What follows belongs to an exercise in optimizing a design on an open flow for small area, a short achievable clock period and few clock cycles per item; a production flow would make more cautious choices. Function was checked by simulation only, so behaviour that the tests miss may differ from the original.

==> flow/design.v <==
module rgb_to_hsv_pixel_top (
   input  logic        clock,
   input  logic        reset,
   input  logic        pix_valid,
   output logic        pix_ready,
   input  logic [7:0]  pix_red,
   input  logic [7:0]  pix_green,
   input  logic [7:0]  pix_blue,
   output logic        hsv_valid,
   input  logic        hsv_ready,
   output logic [14:0] hsv_hue,
   output logic [7:0]  hsv_saturation,
   output logic [7:0]  hsv_brightness,
   output logic        hsv_is_gray
);
   logic [0:0] rg_1;
   logic [0:0] rb_2;
   logic [0:0] gb_3;
   logic [0:0] isr_4;
   logic [0:0] isg_5;
   logic [1:0] sec_6;
   logic [7:0] mx_7;
   logic [7:0] md_8;
   logic [7:0] mn_9;
   logic [0:0] neg_10;
   logic v1;
   logic [1:0] s1_sec;
   logic [7:0] s1_mx;
   logic [7:0] s1_md;
   logic [7:0] s1_mn;
   logic [0:0] s1_neg;
   logic [7:0] dl_11;
   logic [7:0] d_12;
   logic [11:0] d15_13;
   logic [7:0] hR_14;
   logic [3:0] hL_15;
   logic v2;
   logic [1:0] s2_sec;
   logic [7:0] s2_mx;
   logic [0:0] s2_neg;
   logic [7:0] s2_dl;
   logic [7:0] s2_hR;
   logic [3:0] s2_hL;
   logic [2:0] hL_16;
   logic [8:0] hT_17;
   logic [9:0] hD_18;
   logic [0:0] hge_19;
   logic [7:0] hR_20;
   logic [0:0] hQ_21;
   logic [1:0] hL_22;
   logic [8:0] hT_23;
   logic [9:0] hD_24;
   logic [0:0] hge_25;
   logic [7:0] hR_26;
   logic [1:0] hQ_27;
   logic v3;
   logic [1:0] s3_sec;
   logic [7:0] s3_mx;
   logic [0:0] s3_neg;
   logic [7:0] s3_dl;
   logic [7:0] s3_hR;
   logic [1:0] s3_hL;
   logic [1:0] s3_hQ;
   logic [0:0] hL_28;
   logic [8:0] hT_29;
   logic [9:0] hD_30;
   logic [0:0] hge_31;
   logic [7:0] hR_32;
   logic [2:0] hQ_33;
   logic [8:0] hT_34;
   logic [9:0] hD_35;
   logic [0:0] hge_36;
   logic [7:0] hR_37;
   logic [3:0] hQ_38;
   logic [0:0] sb_39;
   logic [7:0] sR_40;
   logic v4;
   logic [1:0] s4_sec;
   logic [7:0] s4_mx;
   logic [0:0] s4_neg;
   logic [7:0] s4_dl;
   logic [7:0] s4_hR;
   logic [3:0] s4_hQ;
   logic [0:0] s4_sb;
   logic [7:0] s4_sR;
   logic [8:0] hT_41;
   logic [9:0] hD_42;
   logic [0:0] hge_43;
   logic [7:0] hR_44;
   logic [4:0] hQ_45;
   logic [8:0] sT_46;
   logic [9:0] sD_47;
   logic [0:0] sge_48;
   logic [7:0] sR_49;
   logic [0:0] sQ_50;
   logic [0:0] sb_51;
   logic [8:0] hT_52;
   logic [9:0] hD_53;
   logic [0:0] hge_54;
   logic [7:0] hR_55;
   logic [5:0] hQ_56;
   logic [8:0] sT_57;
   logic [9:0] sD_58;
   logic [0:0] sge_59;
   logic [7:0] sR_60;
   logic [1:0] sQ_61;
   logic [0:0] sb_62;
   logic v5;
   logic [1:0] s5_sec;
   logic [7:0] s5_mx;
   logic [0:0] s5_neg;
   logic [7:0] s5_dl;
   logic [7:0] s5_hR;
   logic [5:0] s5_hQ;
   logic [0:0] s5_sb;
   logic [7:0] s5_sR;
   logic [1:0] s5_sQ;
   logic [8:0] hT_63;
   logic [9:0] hD_64;
   logic [0:0] hge_65;
   logic [7:0] hR_66;
   logic [6:0] hQ_67;
   logic [8:0] sT_68;
   logic [9:0] sD_69;
   logic [0:0] sge_70;
   logic [7:0] sR_71;
   logic [2:0] sQ_72;
   logic [0:0] sb_73;
   logic [8:0] hT_74;
   logic [9:0] hD_75;
   logic [0:0] hge_76;
   logic [7:0] hR_77;
   logic [7:0] hQ_78;
   logic [8:0] sT_79;
   logic [9:0] sD_80;
   logic [0:0] sge_81;
   logic [7:0] sR_82;
   logic [3:0] sQ_83;
   logic [0:0] sb_84;
   logic v6;
   logic [1:0] s6_sec;
   logic [7:0] s6_mx;
   logic [0:0] s6_neg;
   logic [7:0] s6_dl;
   logic [7:0] s6_hR;
   logic [7:0] s6_hQ;
   logic [0:0] s6_sb;
   logic [7:0] s6_sR;
   logic [3:0] s6_sQ;
   logic [8:0] hT_85;
   logic [9:0] hD_86;
   logic [0:0] hge_87;
   logic [7:0] hR_88;
   logic [8:0] hQ_89;
   logic [8:0] sT_90;
   logic [9:0] sD_91;
   logic [0:0] sge_92;
   logic [7:0] sR_93;
   logic [4:0] sQ_94;
   logic [0:0] sb_95;
   logic [8:0] hT_96;
   logic [9:0] hD_97;
   logic [0:0] hge_98;
   logic [7:0] hR_99;
   logic [9:0] hQ_100;
   logic [8:0] sT_101;
   logic [9:0] sD_102;
   logic [0:0] sge_103;
   logic [7:0] sR_104;
   logic [5:0] sQ_105;
   logic [0:0] sb_106;
   logic v7;
   logic [1:0] s7_sec;
   logic [7:0] s7_mx;
   logic [0:0] s7_neg;
   logic [7:0] s7_dl;
   logic [7:0] s7_hR;
   logic [9:0] s7_hQ;
   logic [0:0] s7_sb;
   logic [7:0] s7_sR;
   logic [5:0] s7_sQ;
   logic [8:0] hT_107;
   logic [9:0] hD_108;
   logic [0:0] hge_109;
   logic [7:0] hR_110;
   logic [10:0] hQ_111;
   logic [8:0] sT_112;
   logic [9:0] sD_113;
   logic [0:0] sge_114;
   logic [7:0] sR_115;
   logic [6:0] sQ_116;
   logic [0:0] sb_117;
   logic [8:0] hT_118;
   logic [9:0] hD_119;
   logic [0:0] hge_120;
   logic [7:0] hR_121;
   logic [11:0] hQ_122;
   logic [8:0] sT_123;
   logic [9:0] sD_124;
   logic [0:0] sge_125;
   logic [7:0] sR_126;
   logic [7:0] sQ_127;
   logic [0:0] gray_128;
   logic [5:0] bh_129;
   logic [5:0] hp_130;
   logic [5:0] hn_131;
   logic [5:0] hn1_132;
   logic [0:0] nz_133;
   logic [8:0] lo_134;
   logic [5:0] hi_135;
   logic [0:0] z_136;
   logic [14:0] hue_137;
   logic [7:0] sat_138;
   logic [31:0] res_139;
   logic en;
   logic o_valid;
   logic [31:0] o_res;
   assign rg_1 = pix_red >= pix_green;
   assign rb_2 = pix_red >= pix_blue;
   assign gb_3 = pix_green >= pix_blue;
   assign isr_4 = rg_1 & rb_2;
   assign isg_5 = ~isr_4 & gb_3;
   assign sec_6 = {~isr_4 & ~isg_5, isg_5};
   assign mx_7 = isr_4 ? pix_red : (isg_5 ? pix_green : pix_blue);
   assign md_8 = isr_4 ? (gb_3 ? pix_green : pix_blue) : (isg_5 ? (rb_2 ? pix_red : pix_blue) : (rg_1 ? pix_red : pix_green));
   assign mn_9 = isr_4 ? (gb_3 ? pix_blue : pix_green) : (isg_5 ? (rb_2 ? pix_blue : pix_red) : (rg_1 ? pix_green : pix_red));
   assign neg_10 = isr_4 ? ~gb_3 : (isg_5 ? rb_2 : ~rg_1);
   assign dl_11 = s1_mx - s1_mn;
   assign d_12 = s1_md - s1_mn;
   assign d15_13 = {d_12, 4'b0000} - {4'b0000, d_12};
   assign hR_14 = d15_13[11:4];
   assign hL_15 = d15_13[3:0];
   assign hL_16 = s2_hL[2:0];
   assign hT_17 = {s2_hR, s2_hL[3]};
   assign hD_18 = {1'b0, hT_17} - {2'b00, s2_dl};
   assign hge_19 = ~hD_18[9];
   assign hR_20 = hge_19 ? hD_18[7:0] : hT_17[7:0];
   assign hQ_21 = hge_19;
   assign hL_22 = hL_16[1:0];
   assign hT_23 = {hR_20, hL_16[2]};
   assign hD_24 = {1'b0, hT_23} - {2'b00, s2_dl};
   assign hge_25 = ~hD_24[9];
   assign hR_26 = hge_25 ? hD_24[7:0] : hT_23[7:0];
   assign hQ_27 = {hQ_21, hge_25};
   assign hL_28 = s3_hL[0:0];
   assign hT_29 = {s3_hR, s3_hL[1]};
   assign hD_30 = {1'b0, hT_29} - {2'b00, s3_dl};
   assign hge_31 = ~hD_30[9];
   assign hR_32 = hge_31 ? hD_30[7:0] : hT_29[7:0];
   assign hQ_33 = {s3_hQ, hge_31};
   assign hT_34 = {hR_32, hL_28[0]};
   assign hD_35 = {1'b0, hT_34} - {2'b00, s3_dl};
   assign hge_36 = ~hD_35[9];
   assign hR_37 = hge_36 ? hD_35[7:0] : hT_34[7:0];
   assign hQ_38 = {hQ_33, hge_36};
   assign sb_39 = (s3_dl[7] ^ (|s3_dl[6:0]));
   assign sR_40 = {~(s3_dl[7] ^ (|s3_dl[6:0])), ~(s3_dl[6] ^ (|s3_dl[5:0])), ~(s3_dl[5] ^ (|s3_dl[4:0])), ~(s3_dl[4] ^ (|s3_dl[3:0])), ~(s3_dl[3] ^ (|s3_dl[2:0])), ~(s3_dl[2] ^ (|s3_dl[1:0])), ~(s3_dl[1] ^ (|s3_dl[0:0])), ~s3_dl[0]};
   assign hT_41 = {s4_hR, 1'b0};
   assign hD_42 = {1'b0, hT_41} - {2'b00, s4_dl};
   assign hge_43 = ~hD_42[9];
   assign hR_44 = hge_43 ? hD_42[7:0] : hT_41[7:0];
   assign hQ_45 = {s4_hQ, hge_43};
   assign sT_46 = {s4_sR, s4_sb};
   assign sD_47 = {1'b0, sT_46} - {2'b00, s4_mx};
   assign sge_48 = ~sD_47[9];
   assign sR_49 = sge_48 ? sD_47[7:0] : sT_46[7:0];
   assign sQ_50 = sge_48;
   assign sb_51 = (s4_dl[6] ^ (|s4_dl[5:0]));
   assign hT_52 = {hR_44, 1'b0};
   assign hD_53 = {1'b0, hT_52} - {2'b00, s4_dl};
   assign hge_54 = ~hD_53[9];
   assign hR_55 = hge_54 ? hD_53[7:0] : hT_52[7:0];
   assign hQ_56 = {hQ_45, hge_54};
   assign sT_57 = {sR_49, sb_51};
   assign sD_58 = {1'b0, sT_57} - {2'b00, s4_mx};
   assign sge_59 = ~sD_58[9];
   assign sR_60 = sge_59 ? sD_58[7:0] : sT_57[7:0];
   assign sQ_61 = {sQ_50, sge_59};
   assign sb_62 = (s4_dl[5] ^ (|s4_dl[4:0]));
   assign hT_63 = {s5_hR, 1'b0};
   assign hD_64 = {1'b0, hT_63} - {2'b00, s5_dl};
   assign hge_65 = ~hD_64[9];
   assign hR_66 = hge_65 ? hD_64[7:0] : hT_63[7:0];
   assign hQ_67 = {s5_hQ, hge_65};
   assign sT_68 = {s5_sR, s5_sb};
   assign sD_69 = {1'b0, sT_68} - {2'b00, s5_mx};
   assign sge_70 = ~sD_69[9];
   assign sR_71 = sge_70 ? sD_69[7:0] : sT_68[7:0];
   assign sQ_72 = {s5_sQ, sge_70};
   assign sb_73 = (s5_dl[4] ^ (|s5_dl[3:0]));
   assign hT_74 = {hR_66, 1'b0};
   assign hD_75 = {1'b0, hT_74} - {2'b00, s5_dl};
   assign hge_76 = ~hD_75[9];
   assign hR_77 = hge_76 ? hD_75[7:0] : hT_74[7:0];
   assign hQ_78 = {hQ_67, hge_76};
   assign sT_79 = {sR_71, sb_73};
   assign sD_80 = {1'b0, sT_79} - {2'b00, s5_mx};
   assign sge_81 = ~sD_80[9];
   assign sR_82 = sge_81 ? sD_80[7:0] : sT_79[7:0];
   assign sQ_83 = {sQ_72, sge_81};
   assign sb_84 = (s5_dl[3] ^ (|s5_dl[2:0]));
   assign hT_85 = {s6_hR, 1'b0};
   assign hD_86 = {1'b0, hT_85} - {2'b00, s6_dl};
   assign hge_87 = ~hD_86[9];
   assign hR_88 = hge_87 ? hD_86[7:0] : hT_85[7:0];
   assign hQ_89 = {s6_hQ, hge_87};
   assign sT_90 = {s6_sR, s6_sb};
   assign sD_91 = {1'b0, sT_90} - {2'b00, s6_mx};
   assign sge_92 = ~sD_91[9];
   assign sR_93 = sge_92 ? sD_91[7:0] : sT_90[7:0];
   assign sQ_94 = {s6_sQ, sge_92};
   assign sb_95 = (s6_dl[2] ^ (|s6_dl[1:0]));
   assign hT_96 = {hR_88, 1'b0};
   assign hD_97 = {1'b0, hT_96} - {2'b00, s6_dl};
   assign hge_98 = ~hD_97[9];
   assign hR_99 = hge_98 ? hD_97[7:0] : hT_96[7:0];
   assign hQ_100 = {hQ_89, hge_98};
   assign sT_101 = {sR_93, sb_95};
   assign sD_102 = {1'b0, sT_101} - {2'b00, s6_mx};
   assign sge_103 = ~sD_102[9];
   assign sR_104 = sge_103 ? sD_102[7:0] : sT_101[7:0];
   assign sQ_105 = {sQ_94, sge_103};
   assign sb_106 = (s6_dl[1] ^ (|s6_dl[0:0]));
   assign hT_107 = {s7_hR, 1'b0};
   assign hD_108 = {1'b0, hT_107} - {2'b00, s7_dl};
   assign hge_109 = ~hD_108[9];
   assign hR_110 = hge_109 ? hD_108[7:0] : hT_107[7:0];
   assign hQ_111 = {s7_hQ, hge_109};
   assign sT_112 = {s7_sR, s7_sb};
   assign sD_113 = {1'b0, sT_112} - {2'b00, s7_mx};
   assign sge_114 = ~sD_113[9];
   assign sR_115 = sge_114 ? sD_113[7:0] : sT_112[7:0];
   assign sQ_116 = {s7_sQ, sge_114};
   assign sb_117 = s7_dl[0];
   assign hT_118 = {hR_110, 1'b0};
   assign hD_119 = {1'b0, hT_118} - {2'b00, s7_dl};
   assign hge_120 = ~hD_119[9];
   assign hR_121 = hge_120 ? hD_119[7:0] : hT_118[7:0];
   assign hQ_122 = {hQ_111, hge_120};
   assign sT_123 = {sR_115, sb_117};
   assign sD_124 = {1'b0, sT_123} - {2'b00, s7_mx};
   assign sge_125 = ~sD_124[9];
   assign sR_126 = sge_125 ? sD_124[7:0] : sT_123[7:0];
   assign sQ_127 = {sQ_116, sge_125};
   assign gray_128 = ~|s7_dl;
   assign bh_129 = (s7_sec == 2'd1) ? 6'd15 : (s7_sec == 2'd2) ? 6'd30 : (s7_neg ? 6'd45 : 6'd0);
   assign hp_130 = bh_129 + {3'b000, hQ_122[11:9]};
   assign hn_131 = bh_129 - {3'b000, hQ_122[11:9]};
   assign hn1_132 = bh_129 - {3'b000, hQ_122[11:9]} - 6'd1;
   assign nz_133 = |hQ_122[8:0];
   assign lo_134 = {hQ_122[8] ^ (s7_neg & (|hQ_122[7:0])), hQ_122[7] ^ (s7_neg & (|hQ_122[6:0])), hQ_122[6] ^ (s7_neg & (|hQ_122[5:0])), hQ_122[5] ^ (s7_neg & (|hQ_122[4:0])), hQ_122[4] ^ (s7_neg & (|hQ_122[3:0])), hQ_122[3] ^ (s7_neg & (|hQ_122[2:0])), hQ_122[2] ^ (s7_neg & (|hQ_122[1:0])), hQ_122[1] ^ (s7_neg & (|hQ_122[0:0])), hQ_122[0]};
   assign hi_135 = s7_neg ? (nz_133 ? hn1_132 : hn_131) : hp_130;
   assign z_136 = gray_128 | (((s7_sec == 2'd0) & s7_neg) & ~nz_133 & ~|hQ_122[11:9]);
   assign hue_137 = z_136 ? 15'd0 : {hi_135, lo_134};
   assign sat_138 = gray_128 ? 8'd0 : sQ_127;
   assign res_139 = {hue_137, sat_138, s7_mx, gray_128};
   always_ff @(posedge clock) begin
      if (reset) v1 <= 1'b0;
      else if (en) v1 <= (pix_valid & pix_ready);
   end
   always_ff @(posedge clock) begin
      if (en) begin
         s1_sec <= sec_6;
         s1_mx <= mx_7;
         s1_md <= md_8;
         s1_mn <= mn_9;
         s1_neg <= neg_10;
      end
   end
   always_ff @(posedge clock) begin
      if (reset) v2 <= 1'b0;
      else if (en) v2 <= v1;
   end
   always_ff @(posedge clock) begin
      if (en) begin
         s2_sec <= s1_sec;
         s2_mx <= s1_mx;
         s2_neg <= s1_neg;
         s2_dl <= dl_11;
         s2_hR <= hR_14;
         s2_hL <= hL_15;
      end
   end
   always_ff @(posedge clock) begin
      if (reset) v3 <= 1'b0;
      else if (en) v3 <= v2;
   end
   always_ff @(posedge clock) begin
      if (en) begin
         s3_sec <= s2_sec;
         s3_mx <= s2_mx;
         s3_neg <= s2_neg;
         s3_dl <= s2_dl;
         s3_hR <= hR_26;
         s3_hL <= hL_22;
         s3_hQ <= hQ_27;
      end
   end
   always_ff @(posedge clock) begin
      if (reset) v4 <= 1'b0;
      else if (en) v4 <= v3;
   end
   always_ff @(posedge clock) begin
      if (en) begin
         s4_sec <= s3_sec;
         s4_mx <= s3_mx;
         s4_neg <= s3_neg;
         s4_dl <= s3_dl;
         s4_hR <= hR_37;
         s4_hQ <= hQ_38;
         s4_sb <= sb_39;
         s4_sR <= sR_40;
      end
   end
   always_ff @(posedge clock) begin
      if (reset) v5 <= 1'b0;
      else if (en) v5 <= v4;
   end
   always_ff @(posedge clock) begin
      if (en) begin
         s5_sec <= s4_sec;
         s5_mx <= s4_mx;
         s5_neg <= s4_neg;
         s5_dl <= s4_dl;
         s5_hR <= hR_55;
         s5_hQ <= hQ_56;
         s5_sb <= sb_62;
         s5_sR <= sR_60;
         s5_sQ <= sQ_61;
      end
   end
   always_ff @(posedge clock) begin
      if (reset) v6 <= 1'b0;
      else if (en) v6 <= v5;
   end
   always_ff @(posedge clock) begin
      if (en) begin
         s6_sec <= s5_sec;
         s6_mx <= s5_mx;
         s6_neg <= s5_neg;
         s6_dl <= s5_dl;
         s6_hR <= hR_77;
         s6_hQ <= hQ_78;
         s6_sb <= sb_84;
         s6_sR <= sR_82;
         s6_sQ <= sQ_83;
      end
   end
   always_ff @(posedge clock) begin
      if (reset) v7 <= 1'b0;
      else if (en) v7 <= v6;
   end
   always_ff @(posedge clock) begin
      if (en) begin
         s7_sec <= s6_sec;
         s7_mx <= s6_mx;
         s7_neg <= s6_neg;
         s7_dl <= s6_dl;
         s7_hR <= hR_99;
         s7_hQ <= hQ_100;
         s7_sb <= sb_106;
         s7_sR <= sR_104;
         s7_sQ <= sQ_105;
      end
   end
   assign pix_ready = ~o_valid | hsv_ready;
   assign en = pix_ready | ~v7;
   always_ff @(posedge clock) begin
      if (reset) o_valid <= 1'b0;
      else if (pix_ready) o_valid <= v7;
   end
   always_ff @(posedge clock) begin
      if (pix_ready & v7) o_res <= res_139;
   end
   assign hsv_valid      = o_valid;
   assign hsv_hue        = o_res[31:17];
   assign hsv_saturation = o_res[16:9];
   assign hsv_brightness = o_res[8:1];
   assign hsv_is_gray    = o_res[0];
endmodule
==> flow/run.sh <==
#!/bin/bash
# synth_recipe.tcl (not shown) runs the flow's synth.tcl, then flattens the netlist and writes it again
# the make line also repeats each setting of config.mk as NAME=value (left out here)
make -C /OpenROAD-flow-scripts/flow DESIGN_CONFIG=/design/flow/config.mk WORK_HOME=/design/flow/orfs CLKGATE_MAP_FILE= SYNTH_SCRIPT=/design/flow/synth_recipe.tcl finish
==> flow/config.mk <==
export PLATFORM = sky130hd
export DESIGN_NAME = rgb_to_hsv_pixel_top
export DESIGN_NICKNAME = rgb_to_hsv_pixel_top
export VERILOG_FILES = /design/flow/design.v
export SDC_FILE = /design/flow/constraint.sdc
export NUM_CORES = 4
export LEC_CHECK = 0
export ABC_AREA = 1
export CAP_MARGIN = 20
export CORE_MARGIN = 2
export CORE_UTILIZATION = 40
export CTS_CLUSTER_DIAMETER = 80
export CTS_CLUSTER_SIZE = 24
export GPL_TIMING_DRIVEN = 0
export SETUP_SLACK_MARGIN = 4.75
export SLEW_MARGIN = 20
export TNS_END_PERCENT = 10
==> flow/constraint.sdc <==
create_clock -name core_clock -period 8.5 [get_ports {clock}]
set_input_delay 1.7000 -clock core_clock [delete_from_list [all_inputs] [get_ports {clock}]]
set_output_delay 1.7000 -clock core_clock [all_outputs]
set_load 0.01 [all_outputs]
==> impl_metrics.toml, run 1 <==
[detailed_routing]
wl_um = 42100
vias = 14800
drt_iter0_drc = 702
dr.pass1.iters = 7
drtAntennaViolNets = 0
drc = 0
drt-wirelength-per-cell_um = 14.1
via_per_inst = 4.96

[cts]
cts_root_buf = "clkbuf_16"
cts_buffer_depth = 3
cts_buffers = 22
clkTransAtPathRegs_ns = 0.09
cts_tree = "yes"
cts_hold_buf = 0
htree_levels = 1
worstSkewPairLatency_ns = 0.56
cts_num_sinks = 313

[timing]
slew_headroom_pct = 59.3
fin_crit_sh_pct = 44.2
setup_violations = 0
clock_skew_ns = 0.0360
fin_setup_tns_ns = 0
hold_slack_ns = 0.412
period_needed_ns = 3.76
worstMarginPinSlew_ns = 0.609
rsz0062_at_grt = "yes"
finalHoldViolCount = 0
fmax_mhz = 266
slew_viol_final = 0

[die]
dieHeight_um = 230
coreArea_um2 = 50300
die_area_um2 = 52900
initial_core_util_pct = 40.6
rows = 82
die_w_um = 230
boundaryPins = 62

[final_layout]
finalNonFillerCells = 2987
top_regs = "o_res (32), s7_hQ (10)"
largest_reg_flops = 32
top_register = "o_res"
area.growth.synth_to_final_pct = 15.6
final_area_um2 = 23600
antenna_cells = 0
layout-drive-gt1-share_pct = 12.5
layout.nets = 2557
fill_cells = 4708

[status]
outcome = "no timing/DRC/antenna violations"

[synth]
synth.avg_cell_area_um2 = 9.39
ys_seq_area_share_pct = 45.6
netlist_instances = 2175
netlist_area_um2 = 20400
synthFlopType = "edfxtp_1"
synth-edff-count = 305
syn-num-nets = 2433
yosys_warnings = 1
synth_cell_type_count = 56
synth-seq-cells = 313
async_flop_share_pct = 0

[global_routing]
antenna_found_initial = 0
grtUsageTotal_pct = 15.9
grt_max_degree = 38
grt_overflow = 0
grt_pass1_vias = 15000
grt_pass1_wl_um = 70200

[critical_path]
reg2reg_to = "o_res[19]$_SDFFCE_PP0P_"
worstRegToRegCells = 21
worst-endpoint-required_ns = 6.80
cp.arrival_ns = 2.06
reg2reg_slack_ns = 4.91
startpoint_type = "input port"
r2r_start = "s7_dl[7]$_DFFE_PP_"
crit_type = "in -> out"
end_kind = "primary output"
worstPathMaxFanout = 2

[placed_design]
gp_congestion = 0.892
hpwlAfterDp_um = 32900
portBuffers = 60
placed_area_um2 = 22100
dp_cells = 2916

[hold_path]
hold_end = "s4_mx[2]$_DFFE_PP_"
whs_path_depth = 0
hp-start = "s3_mx[2]$_DFFE_PP_"
hold_path_class = "reg -> reg"

[run]
drv_cap = 0
kinds of logic after synthesis:
logic type               synth area share (%)
AND/OR/NAND/NOR                          16.2
AO/OA/AOI/OAI                            11.2
buffers and inverters                    6.49
flip-flops                               45.6
adder cells (fa/ha/maj)                  14.8
XOR/XNOR                                 5.61
multiplexers                            0.110
area by class of cell:
class	instances	area, um2	share of cell area, %
multi-input cells	1529	10200	43.3
inverters	300	1150	4.86
clock buffers	25	593	2.51
well taps	672	841	3.56
plain buffers	33	246	1.04
clock inverters	15	209	0.885
flip-flops and latches	313	9320	39.5
repair buffers	100	1040	4.41
through the flow:
stage | utilization [%] | worst slack (ns)
global placement | 43.5 | -0.221
finish | 47.0 | 4.74
floorplan | - | 1.91
detailed placement | 43.9 | 3.75
CTS | 45.8 | 4.60
global route | 47.0 | 4.62
cell usage in the layout, fill, tap and decap left out, types with 4 or more instances in the layout:
cell type          n
ha_1             196
clkbuf_1           4
nand3_1           89
clkdlybuf4s50_1   58
nand4_1           28
a21oi_2           31
nand2_2           23
o31ai_1            6
a21oi_1          167
o21ai_0          107
nor2_4             7
o21ai_1           35
nor2_1           101
nand2_4            6
a21oi_4            5
xnor2_1           47
o211ai_1          15
nand3_2            4
clkbuf_16         24
buf_6              9
nor2_2             6
inv_1            267
inv_4              4
dfxtp_1            8
nand2_1          463
fa_1              19
o21ai_2           21
clkbuf_2           9
ha_4              14
edfxtp_1         305
nor3_2             7
buf_12             7
nor3_1             7
buf_4             37
o21bai_1           4
xor2_1            80
inv_2             26
or2_2              5
worst max-delay path: stages:
cell	delay, ns
clkbuf_2	0.10
nor2_4	0.11
inv_4	0.04
buf_6	0.11
metal layers:
metal	global-route usage [%]	share of wire, %	up-vias
li1	-	-	7641
met1	18.0	42	6836
met3	1.39	2.6	89
met2	30.2	52	255
met5	0	0	-
met4	6.77	3.6	0
worst max-delay path by stage:
| stage | startpoint | to | slack (ns) | cells past startpoint |
|---|---|---|---|---|
| CTS | s2_dl[2]$_DFFE_PP_ | s3_hR[7]$_DFFE_PP_ | 4.60 | 18 |
| detailed placement | pix_blue[3] | s1_mn[0]$_DFFE_PP_ | 3.75 | 13 |
| floorplan | hsv_ready | s1_md[0]$_DFFE_PP_ | 1.91 | 4 |
| global placement | hsv_ready | s3_hQ[1]$_DFFE_PP_ | -0.22 | 5 |
| finish | hsv_ready | pix_ready | 4.74 | 4 |
| global route | s7_dl[2]$_DFFE_PP_ | o_res[31]$_SDFFCE_PP0P_ | 4.62 | 24 |
timing repair:
action,4_1_cts,5_1_grt
resized for setup,22,114
pin swaps,5,18
endpoints found under the setup margin,111,147
setup buffers,8,22
gates cloned,0,1
synthesized netlist by cell type, types with 5 or more instances:
master,number,area share [%]
nand4_1,28,0.86
o21ai_1,34,0.83
inv_1,278,5.1
ha_1,211,13
nor3_1,14,0.34
nand3_1,90,2.2
xnor2_1,47,2.0
nand2_2,11,0.34
edfxtp_1,305,45
o21ai_2,15,0.64
o31ai_1,6,0.22
inv_2,19,0.35
o21ai_0,114,2.8
nand3_2,5,0.25
fa_1,19,1.9
a21oi_1,182,4.5
o211ai_1,15,0.55
clkbuf_1,12,0.22
dfxtp_1,8,0.78
nor2_1,105,1.9
nor2_2,5,0.15
nand2_1,477,8.8
or2_2,5,0.15
buf_2,11,0.27
a21oi_2,19,0.81
buf_6,6,0.33
xor2_1,80,3.4
Testbench counts, summed over its fixed seeds: cycles 16,064, items 16,000.
==> run 2, diff against run 1 <==
--- a/flow/config.mk
+++ b/flow/config.mk
@@ -9,8 +9,8 @@
 export CAP_MARGIN = 20
 export CORE_MARGIN = 2
-export CORE_UTILIZATION = 40
+export CORE_UTILIZATION = 55
 export CTS_CLUSTER_DIAMETER = 80
 export CTS_CLUSTER_SIZE = 24
-export GPL_TIMING_DRIVEN = 0
+export PLACE_DENSITY = 0.75
 export SETUP_SLACK_MARGIN = 4.75
 export SLEW_MARGIN = 20
==> impl_metrics.toml, run 2 <==
[synth]
synthTopCellsByArea = "edfxtp_1 (45%), ha_1 (13%), nand2_1 (8.8%)"
ys_seq_area_share_pct = 45.6
netlist_instances = 2175
yosysTopAreaCellShare_pct = 44.8
netlist_area_um2 = 20400
yosys.cell_count.top_type = "nand2_1"
synth-seq-cells = 313
async_flop_share_pct = 0
synthFlopType = "edfxtp_1"
synthTopCellsByCount = "nand2_1 (477), edfxtp_1 (305), inv_1 (278), ha_1 (211), a21oi_1 (182)"
synth_cell_type_count = 56
synth-edff-count = 305
yosysTopAreaCell = "edfxtp_1"
synth.avg_cell_area_um2 = 9.39
yosys_warnings = 1
syn-num-nets = 2433

[final_layout]
largest_reg_flops = 32
final_cell_mix = "nand2_1 (464), edfxtp_1 (305), inv_1 (270)"
area.growth.synth_to_final_pct = 10.2
layout.nets = 2525
antenna_cells = 0
layout-drive-gt1-share_pct = 9.22
final_area_um2 = 22500
top_regs = "o_res (32), s7_hQ (10)"
final_common_cell = "nand2_1"
top_register = "o_res"
finalNonFillerCells = 2745
postLayoutCoreUtil_pct = 61.5
fill_cells = 2937

[timing]
slew_headroom_pct = 18.8
setup_violations = 0
finalHoldViolCount = 0
period_needed_ns = 3.80
clock_skew_ns = 0.0115
fin_setup_tns_ns = 0
slew_viol_final = 0
rsz0062_at_grt = "yes"
worstMarginPinSlew_ns = 1.22
layout_setup_ws_ns = 4.70
fin_crit_sh_pct = 44.7
fmax_mhz = 263

[status]
outcome = "no timing/DRC/antenna violations"

[critical_path]
end_kind = "primary output"
worst-endpoint-required_ns = 6.80
reg2reg_to = "o_res[18]$_SDFFCE_PP0P_"
cp.arrival_ns = 2.10
r2r_start = "s7_dl[7]$_DFFE_PP_"
crit_type = "in -> out"
worstRegToRegCells = 19
worstPathMaxFanout = 2
startpoint_type = "input port"
reg2reg_slack_ns = 4.81

[global_routing]
grtUsageTotal_pct = 20.5
grt_pass1_vias = 14700
grt_overflow = 0
grt_max_degree = 211
grt_pass1_wl_um = 65800
antenna_found_initial = 0

[run]
drv_cap = 0

[cts]
cts_hold_buf = 0
cts_root_buf = "clkbuf_16"
cts_buffers = 18
htree_levels = 1
cts_buffer_depth = 3
cts_tree = "yes"
worstSkewPairLatency_ns = 0.51
clkTransAtPathRegs_ns = 0.09
cts_num_sinks = 313

[detailed_routing]
drt_iter0_drc = 777
drc = 0
dr.pass1.iters = 5
vias = 14900
via_per_inst = 5.44
drt-wirelength-per-cell_um = 14.6
drtAntennaViolNets = 0
wl_um = 40100

[placed_design]
portBuffers = 61
pre_cts_slack_ns = 3.86
hpwlAfterDp_um = 30000
gp_congestion = 0.907
placed_area_um2 = 21500
dp_cells = 2676

[hold_path]
hold_path_class = "reg -> reg"
whs_path_depth = 0
hp-start = "s6_hQ[1]$_DFFE_PP_"
hold_end = "s7_hQ[3]$_DFFE_PP_"

[die]
initial_core_util_pct = 55.8
die_w_um = 197
rows = 70
die_area_um2 = 38700
boundaryPins = 62
coreArea_um2 = 36600
dieHeight_um = 197
[run 2: worst max path at each step]
stage                       start                      end  cells after the start  slack, ns
6_report                hsv_ready                pix_ready                      4       4.70
5_1_grt        s7_dl[2]$_DFFE_PP_  o_res[18]$_SDFFCE_PP0P_                     21       4.54
4_1_cts        s2_dl[2]$_DFFE_PP_       s3_hR[4]$_DFFE_PP_                     18       4.64
3_5_place_dp         pix_green[3]       s1_md[2]$_DFFE_PP_                     12       3.86
3_3_place_gp          pix_blue[3]       s1_mn[0]$_DFFE_PP_                     12       3.92
2_1_floorplan           hsv_ready       s1_md[0]$_DFFE_PP_                      4       1.91
[run 2: final cells by class]
class / count / area [um2] / share of cell area, %
multi-input combinational: 1532 / 9930 / 44.1
sequential: 313 / 9320 / 41.4
inverter: 300 / 1150 / 5.10
timing repair buffer: 101 / 957 / 4.25
tap: 468 / 586 / 2.60
clock buffer: 24 / 494 / 2.20
clock inverter: 6 / 63.8 / 0.284
timing repair inverter: 1 / 5.00 / 0.0222
[run 2: cell families (layout without fill, tap and decap cells)]
| family | count (synthesis) | in the layout | share of synthesized area [%] |
|---|---|---|---|
| AND/OR/NAND/NOR | 764 | 767 | 16.2 |
| AO/OA/AOI/OAI | 404 | 404 | 11.2 |
| XOR/XNOR | 129 | 129 | 5.61 |
| multiplexers | 2 | 2 | 0.110 |
| adder cells (fa/ha/maj) | 230 | 230 | 14.8 |
| buffers and inverters | 333 | 432 | 6.49 |
| flip-flops | 313 | 313 | 45.6 |
[run 2: per-stage QoR]
step	hold WS [ns]
after floorplan	0.400
final	0.421
after global placement	0.401
after global routing	0.427
after CTS	0.421
after detailed placement	0.405
[run 2: timing repair]
| item | CTS | global route |
|---|---|---|
| setup endpoints to repair | 275 | 324 |
| setup buffers | 17 | 18 |
| pin swaps | 6 | 14 |
| gates resized for setup | 17 | 37 |
| gates cloned | 0 | 4 |
[run 2: metal layers]
| layer | track usage (%) | vias up | share of wire [%] |
|---|---|---|---|
| li1 | - | 7568 | - |
| met3 | 2.14 | 93 | 3.4 |
| met2 | 39.4 | 331 | 53 |
| met5 | 0 | - | 0 |
| met1 | 23.2 | 6948 | 40 |
| met4 | 8.13 | 0 | 3.7 |
[run 2: critical path: stages]
cell and delay (ns):
buf_2 0.11, nor2_4 0.13, inv_4 0.04, buf_6 0.11
==> run 3, diff against run 2 <==
==> flow/flow/run.sh (new file) <==
#!/bin/bash
# The standard layout (the standard.sh, unchanged synthesis) with two
# changes: port buffers use the small sky130_fd_sc_hd__buf_2 cell, and clock
# tree synthesis adds no dummy loads. Every port still gets its buffer.
export BUFFER_PORTS_ARGS="-buffer_cell sky130_fd_sc_hd__buf_2"
export CTS_ARGS="-sink_clustering_enable -repair_clock_nets -sink_clustering_size 24 -sink_clustering_max_diameter 80 -dont_use_dummy_load"
bash standard.sh > standard.log 2>&1
==> flow/standard.sh (new file) <==
#!/bin/bash
# synth_recipe.tcl (not shown) runs the flow's synth.tcl, then flattens the netlist and writes it again
# the make line also repeats each setting of config.mk as NAME=value (left out here)
make -C /OpenROAD-flow-scripts/flow DESIGN_CONFIG=/design/flow/config.mk WORK_HOME=/design/flow/orfs CLKGATE_MAP_FILE= SYNTH_SCRIPT=/design/flow/synth_recipe.tcl "${@:-finish}"
--- a/flow/config.mk
+++ b/flow/config.mk
@@ -9,8 +9,7 @@
 export CAP_MARGIN = 20
 export CORE_MARGIN = 2
-export CORE_UTILIZATION = 55
+export CORE_UTILIZATION = 40
 export CTS_CLUSTER_DIAMETER = 80
 export CTS_CLUSTER_SIZE = 24
-export PLACE_DENSITY = 0.75
 export SETUP_SLACK_MARGIN = 4.75
 export SLEW_MARGIN = 20
removed: flow/run.sh
==> impl_metrics.toml, run 3 <==
[detailed_routing]
met2_length_um = 20800
drc = 0
drt_iter0_drc = 667
drt-wirelength-per-cell_um = 13.8
dr_wl_met3_um = 1250
wl_um = 40100
top_layer = "met4"
vias = 14600
drtAntennaViolNets = 0
via_per_inst = 5.02
dr.pass1.iters = 5
m1WireLength_um = 16800

[die]
die_w_um = 230
die_area_um2 = 52900
dieHeight_um = 230
rows = 82
coreArea_um2 = 50300
initial_core_util_pct = 40.6
boundaryPins = 62

[timing]
clock_skew_ns = 0.0372
slew_headroom_pct = 33.5
fin_crit_sh_pct = 45.3
setup_violations = 0
slew_viol_final = 0
period_needed_ns = 3.85
rsz0062_at_grt = "yes"
fin_setup_tns_ns = 0
worstMarginPinSlew_ns = 0.995
finalHoldViolCount = 0
fmax_mhz = 260

[global_routing]
grt_pass1_vias = 14500
grt_pass1_wl_um = 67400
grtUsageTotal_pct = 15.0
grt_overflow = 0
grt_max_degree = 189
antenna_found_initial = 0

[synth]
syn-num-nets = 2433
synthTopCellsByCount = "nand2_1 (477), edfxtp_1 (305), inv_1 (278), ha_1 (211), a21oi_1 (182)"
synthFlopType = "edfxtp_1"
yosysTopAreaCellShare_pct = 44.8
netlist_instances = 2175
synth-seq-cells = 313
yosys_warnings = 1
yosysTopAreaCell = "edfxtp_1"
synth_cell_type_count = 56
synth.avg_cell_area_um2 = 9.39
ys_seq_area_share_pct = 45.6
yosys.cell_count.top_type = "nand2_1"
synth-edff-count = 305
synthTopCellsByArea = "edfxtp_1 (45%), ha_1 (13%), nand2_1 (8.8%)"
async_flop_share_pct = 0
netlist_area_um2 = 20400

[cts]
worstSkewPairLatency_ns = 0.52
cts_tree = "yes"
cts_num_sinks = 313
cts_buffers = 19
cts_buffer_depth = 3
clkTransAtPathRegs_ns = 0.08
htree_levels = 1
cts_root_buf = "clkbuf_16"

[placed_design]
portBuffers = 61
gp_congestion = 0.863
hpwlAfterDp_um = 31000

[critical_path]
worst-endpoint-required_ns = 6.80
path_common_cell = "buf_2"
end_kind = "primary output"
cp.arrival_ns = 2.15
max_stage_delay_ns = 0.14
crit_type = "in -> out"
startpoint_type = "input port"
crit_slowest_cell = "nor2_4"
path_cells = "buf_2 > nor2_4 > inv_4 > buf_2"
cp_num_buf_inv = 3
critPathTopFamily = "buffers and inverters"
worstPathMaxFanout = 4

[final_layout]
layout.nets = 2502
top_register = "o_res"
final_cell_mix = "nand2_1 (466), edfxtp_1 (305), inv_1 (273)"
final_common_cell = "nand2_1"
layout-drive-gt1-share_pct = 10.6
postLayoutCoreUtil_pct = 44.2
antenna_cells = 0
largest_reg_flops = 32
area.growth.synth_to_final_pct = 8.88
top_regs = "o_res (32), s7_hQ (10)"

[run]
drv_cap = 0

[status]
outcome = "no timing/DRC/antenna violations"

[hold_path]
hold_path_class = "reg -> reg"
run 3: cell counts after synthesis:
No cell type changed its count.
run 3: layout make-up:
class | count | area (um2)
sequential | 313 | 9320
timing repair buffer | 79 | 510
multi-input combinational | 1531 | 9950
inverter | 300 | 1140
tap | 672 | 841
fill | 4749 | 28000
clock buffer | 19 | 475
run 3: cell families (layout without fill, tap and decap cells):
family	after synthesis	count (layout)	synth area share (%)
buffers and inverters	333	398	6.49
and+or+nand+nor	764	766	16.2
adders and majority gates	230	230	14.8
DFF	313	313	45.6
AOI/OAI and AO/OA	404	404	11.2
muxes	2	2	0.110
xor gates and xnor gates	129	129	5.61
run 3: metrics by stage:
| step | instance area [um2] | setup slack, ns | hold WS [ns] | instances |
|---|---|---|---|---|
| 6_report | 22200 | 4.65 | 0.396 | 2914 |
| 5_1_grt | 22200 | 4.57 | 0.397 | 2914 |
| 4_1_cts | 22000 | 4.64 | 0.393 | 2903 |
| 3_5_place_dp | 21400 | 4.17 | 0.405 | 2879 |
| 3_3_place_gp | 21400 | 4.24 | 0.401 | 2879 |
| 2_1_floorplan | 20400 | 1.91 | 0.400 | 2175 |
run 3: path summary, 6_finish.rpt:
check / startpoint / endpoint / slack (ns) / cells after the start
worst max register to register: s7_dl[7]$_DFFE_PP_ / o_res[23]$_SDFFCE_PP0P_ / 4.81 / 19
worst min-delay path: s3_sec[0]$_DFFE_PP_ / s4_sec[0]$_DFFE_PP_ / 0.40 / 0
worst min register to register: s3_sec[0]$_DFFE_PP_ / s4_sec[0]$_DFFE_PP_ / 0.40 / 0
worst max-delay path: hsv_ready / pix_ready / 4.65 / 4
run 3: timing repair:
action                     4_1_cts  5_1_grt
hold endpoints to repair         0        0
hold buffers                     0        0
pin swaps                        2       10
gates cloned                     0        2
gates resized for setup          8       33
setup endpoints to repair      177      107
buffers inserted                 5        8
run 3: worst register-to-register path: stages (launching register included):
cell,delay [ns]
edfxtp_1,0.37
inv_1,0.07
ha_1,0.34
inv_1,0.08
nor3_2,0.17
nand2_1,0.16
nand3_4,0.23
mux2_2,0.38
ha_1,0.30
nand2_1,0.07
nand2_1,0.05
a21oi_1,0.14
nand2_1,0.08
nand2_1,0.06
nand2_1,0.10
a21oi_4,0.22
nand3_4,0.15
o21ai_4,0.29
buf_4,0.19
a21oi_2,0.03
run 3: layer usage:
layer	GRT usage, %	vias to the layer above
met4	5.06	0
met5	0	-
met1	17.3	6766
li1	-	7523
met3	1.44	79
met2	28.9	255
==> run 4, diff against run 3 <==
--- a/flow/config.mk
+++ b/flow/config.mk
@@ -12,4 +12,5 @@
 export CTS_CLUSTER_DIAMETER = 80
 export CTS_CLUSTER_SIZE = 24
+export PLACE_DENSITY = 0.7
 export SETUP_SLACK_MARGIN = 4.75
 export SLEW_MARGIN = 20
==> impl_metrics.toml, run 4 <==
[global_routing]
grt_pass1_wl_um = 66400
grtUsageTotal_pct = 14.7
antenna_found_initial = 0
grt_max_degree = 185
grt_overflow = 0
grt_pass1_vias = 14600

[synth]
yosys_warnings = 1
ys_seq_area_share_pct = 45.6
yosys.cell_count.top_type = "nand2_1"
yosysTopAreaCell = "edfxtp_1"
synthTopCellsByArea = "edfxtp_1 (45%), ha_1 (13%), nand2_1 (8.8%)"
netlist_instances = 2175
synth.avg_cell_area_um2 = 9.39
netlist_area_um2 = 20400
synth_cell_type_count = 56
synthFlopType = "edfxtp_1"
synth-seq-cells = 313
async_flop_share_pct = 0
synth-edff-count = 305
syn-num-nets = 2433
synthTopCellsByCount = "nand2_1 (477), edfxtp_1 (305), inv_1 (278), ha_1 (211), a21oi_1 (182)"
yosysTopAreaCellShare_pct = 44.8

[critical_path]
worst-endpoint-required_ns = 6.80
worstPathMaxFanout = 4
end_kind = "primary output"
startpoint_type = "input port"
crit_type = "in -> out"
cp.arrival_ns = 2.11

[detailed_routing]
via_per_inst = 5.06
drt-wirelength-per-cell_um = 13.6
dr.pass1.iters = 7
drc = 0
vias = 14800
wl_um = 39700
drt_iter0_drc = 968
drtAntennaViolNets = 0

[timing]
slew_headroom_pct = 32.2
slew_viol_final = 0
layout_setup_ws_ns = 4.69
fmax_mhz = 262
clock_skew_ns = 0.0542
fin_setup_tns_ns = 0
finalHoldViolCount = 0
rsz0062_at_grt = "yes"
period_needed_ns = 3.81
worstMarginPinSlew_ns = 1.02
fin_crit_sh_pct = 44.9
hold_slack_ns = 0.409
setup_violations = 0

[status]
outcome = "no timing/DRC/antenna violations"

[final_layout]
final_cell_mix = "nand2_1 (465), edfxtp_1 (305), inv_1 (275)"
antenna_cells = 0
fill_cells = 4682
postLayoutCoreUtil_pct = 44.4
largest_reg_flops = 32
top_register = "o_res"
finalNonFillerCells = 2916
layout.nets = 2504
top_regs = "o_res (32), s7_hQ (10)"
area.growth.synth_to_final_pct = 9.18
layout-drive-gt1-share_pct = 10.9
final_common_cell = "nand2_1"
final_area_um2 = 22300

[placed_design]
hpwlAfterDp_um = 30400
portBuffers = 61
placed_area_um2 = 21400
pre_cts_slack_ns = 3.58
gp_congestion = 0.858
dp_cells = 2878

[cts]
cts_root_buf = "clkbuf_16"
clkTransAtPathRegs_ns = 0.09
cts_num_sinks = 313
cts_tree = "yes"
worstSkewPairLatency_ns = 0.51
cts_hold_buf = 0
htree_levels = 1
cts_buffers = 18
cts_buffer_depth = 3

[die]
coreArea_um2 = 50300
dieHeight_um = 230
initial_core_util_pct = 40.6
die_w_um = 230
boundaryPins = 62
rows = 82
die_area_um2 = 52900

[run]
drv_cap = 0

[hold_path]
hold_path_class = "reg -> reg"
-- run 4: per-layer routing --
| metal | global-route usage [%] | part of all wire, % |
|---|---|---|
| met1 | 17.1 | 42 |
| met2 | 28.0 | 52 |
| met3 | 1.64 | 3.2 |
| met4 | 4.82 | 3.0 |
| met5 | 0 | 0 |
-- run 4: critical path: stages --
cell	delay, ns
buf_2	0.11
nor2_4	0.13
inv_4	0.06
buf_6	0.11
-- run 4: layout make-up --
type | instances | area, um2 | share of cell area (%)
clock buffers | 18 | 450 | 2.02
well taps | 672 | 841 | 3.77
inverters | 300 | 1140 | 5.10
repair buffers | 81 | 503 | 2.26
multi-input cells | 1532 | 10000 | 45.1
flip-flops and latches | 313 | 9320 | 41.8
-- run 4: kinds of logic (layout without fill, tap and decap cells) --
family / count (synthesis) / after routing / share of synthesized area, %
simple gates: 764 / 767 / 16.2
buf+inv: 333 / 399 / 6.49
flops: 313 / 313 / 45.6
fa+ha+maj: 230 / 230 / 14.8
compound gates: 404 / 404 / 11.2
mux: 2 / 2 / 0.110
xor+xnor: 129 / 129 / 5.61
-- run 4: timing repair --
item	CTS	global route
gates cloned	0	3
buffers inserted	6	11
hold endpoints to repair	0	0
endpoints found under the setup margin	74	107
pin swaps	3	9
gates resized for setup	11	40
-- run 4: final timing paths --
kind                                          from                     end  slack [ns]  cells past startpoint
worst min-delay path            s6_hQ[0]$_DFFE_PP_      s7_hQ[2]$_DFFE_PP_        0.41                      0
worst min register to register  s6_hQ[0]$_DFFE_PP_      s7_hQ[2]$_DFFE_PP_        0.41                      0
worst max-delay path                     hsv_ready               pix_ready        4.69                      4
worst max register to register  s7_mx[2]$_DFFE_PP_  o_res[9]$_SDFFCE_PP0P_        4.82                     20

what the ideal ports hide:
In the flow no input, the clock included, has a driving cell. The finished layouts below were timed again as built, in two steps. Step 1, drivers: a clkbuf_16 drives clock and a buf_2 each remaining input, both assumed. Step 2 adds t to the input delays and takes it off the output delays; t is the mean of the earliest and latest rising clock arrival at the registers after step 1. Input paths then give back, and output paths get back, about the clock's delay inside the block. Three values: ideal, step 1, step 2; two values: the first two.
| run | t, ns | slack for setup (ns) | hold WS [ns] | worst setup path at the end | worst slew at a driven data input, ns |
|---|---|---|---|---|---|
| run 1 | 0.596 | 4.742 / 4.717 / 4.207 | 0.412 / 0.412 / 0.412 | input to register | 0.03 |
| run 2 | 0.559 | 4.702 / 4.677 / 4.178 | 0.421 / 0.421 / 0.421 | input to register | 0.04 |
| run 3 | 0.557 | 4.650 / 4.626 / 4.346 | 0.396 / 0.396 / 0.396 | input to register | 0.04 |
| run 4 | 0.533 | 4.686 / 4.667 / 4.292 | 0.409 / 0.409 / 0.409 | input to register | 0.03 |
After both steps every run listed still meets setup and hold. The setup slack of run 1, which loses most, moves by -0.025 ns with the drivers and by -0.535 ns with both steps.
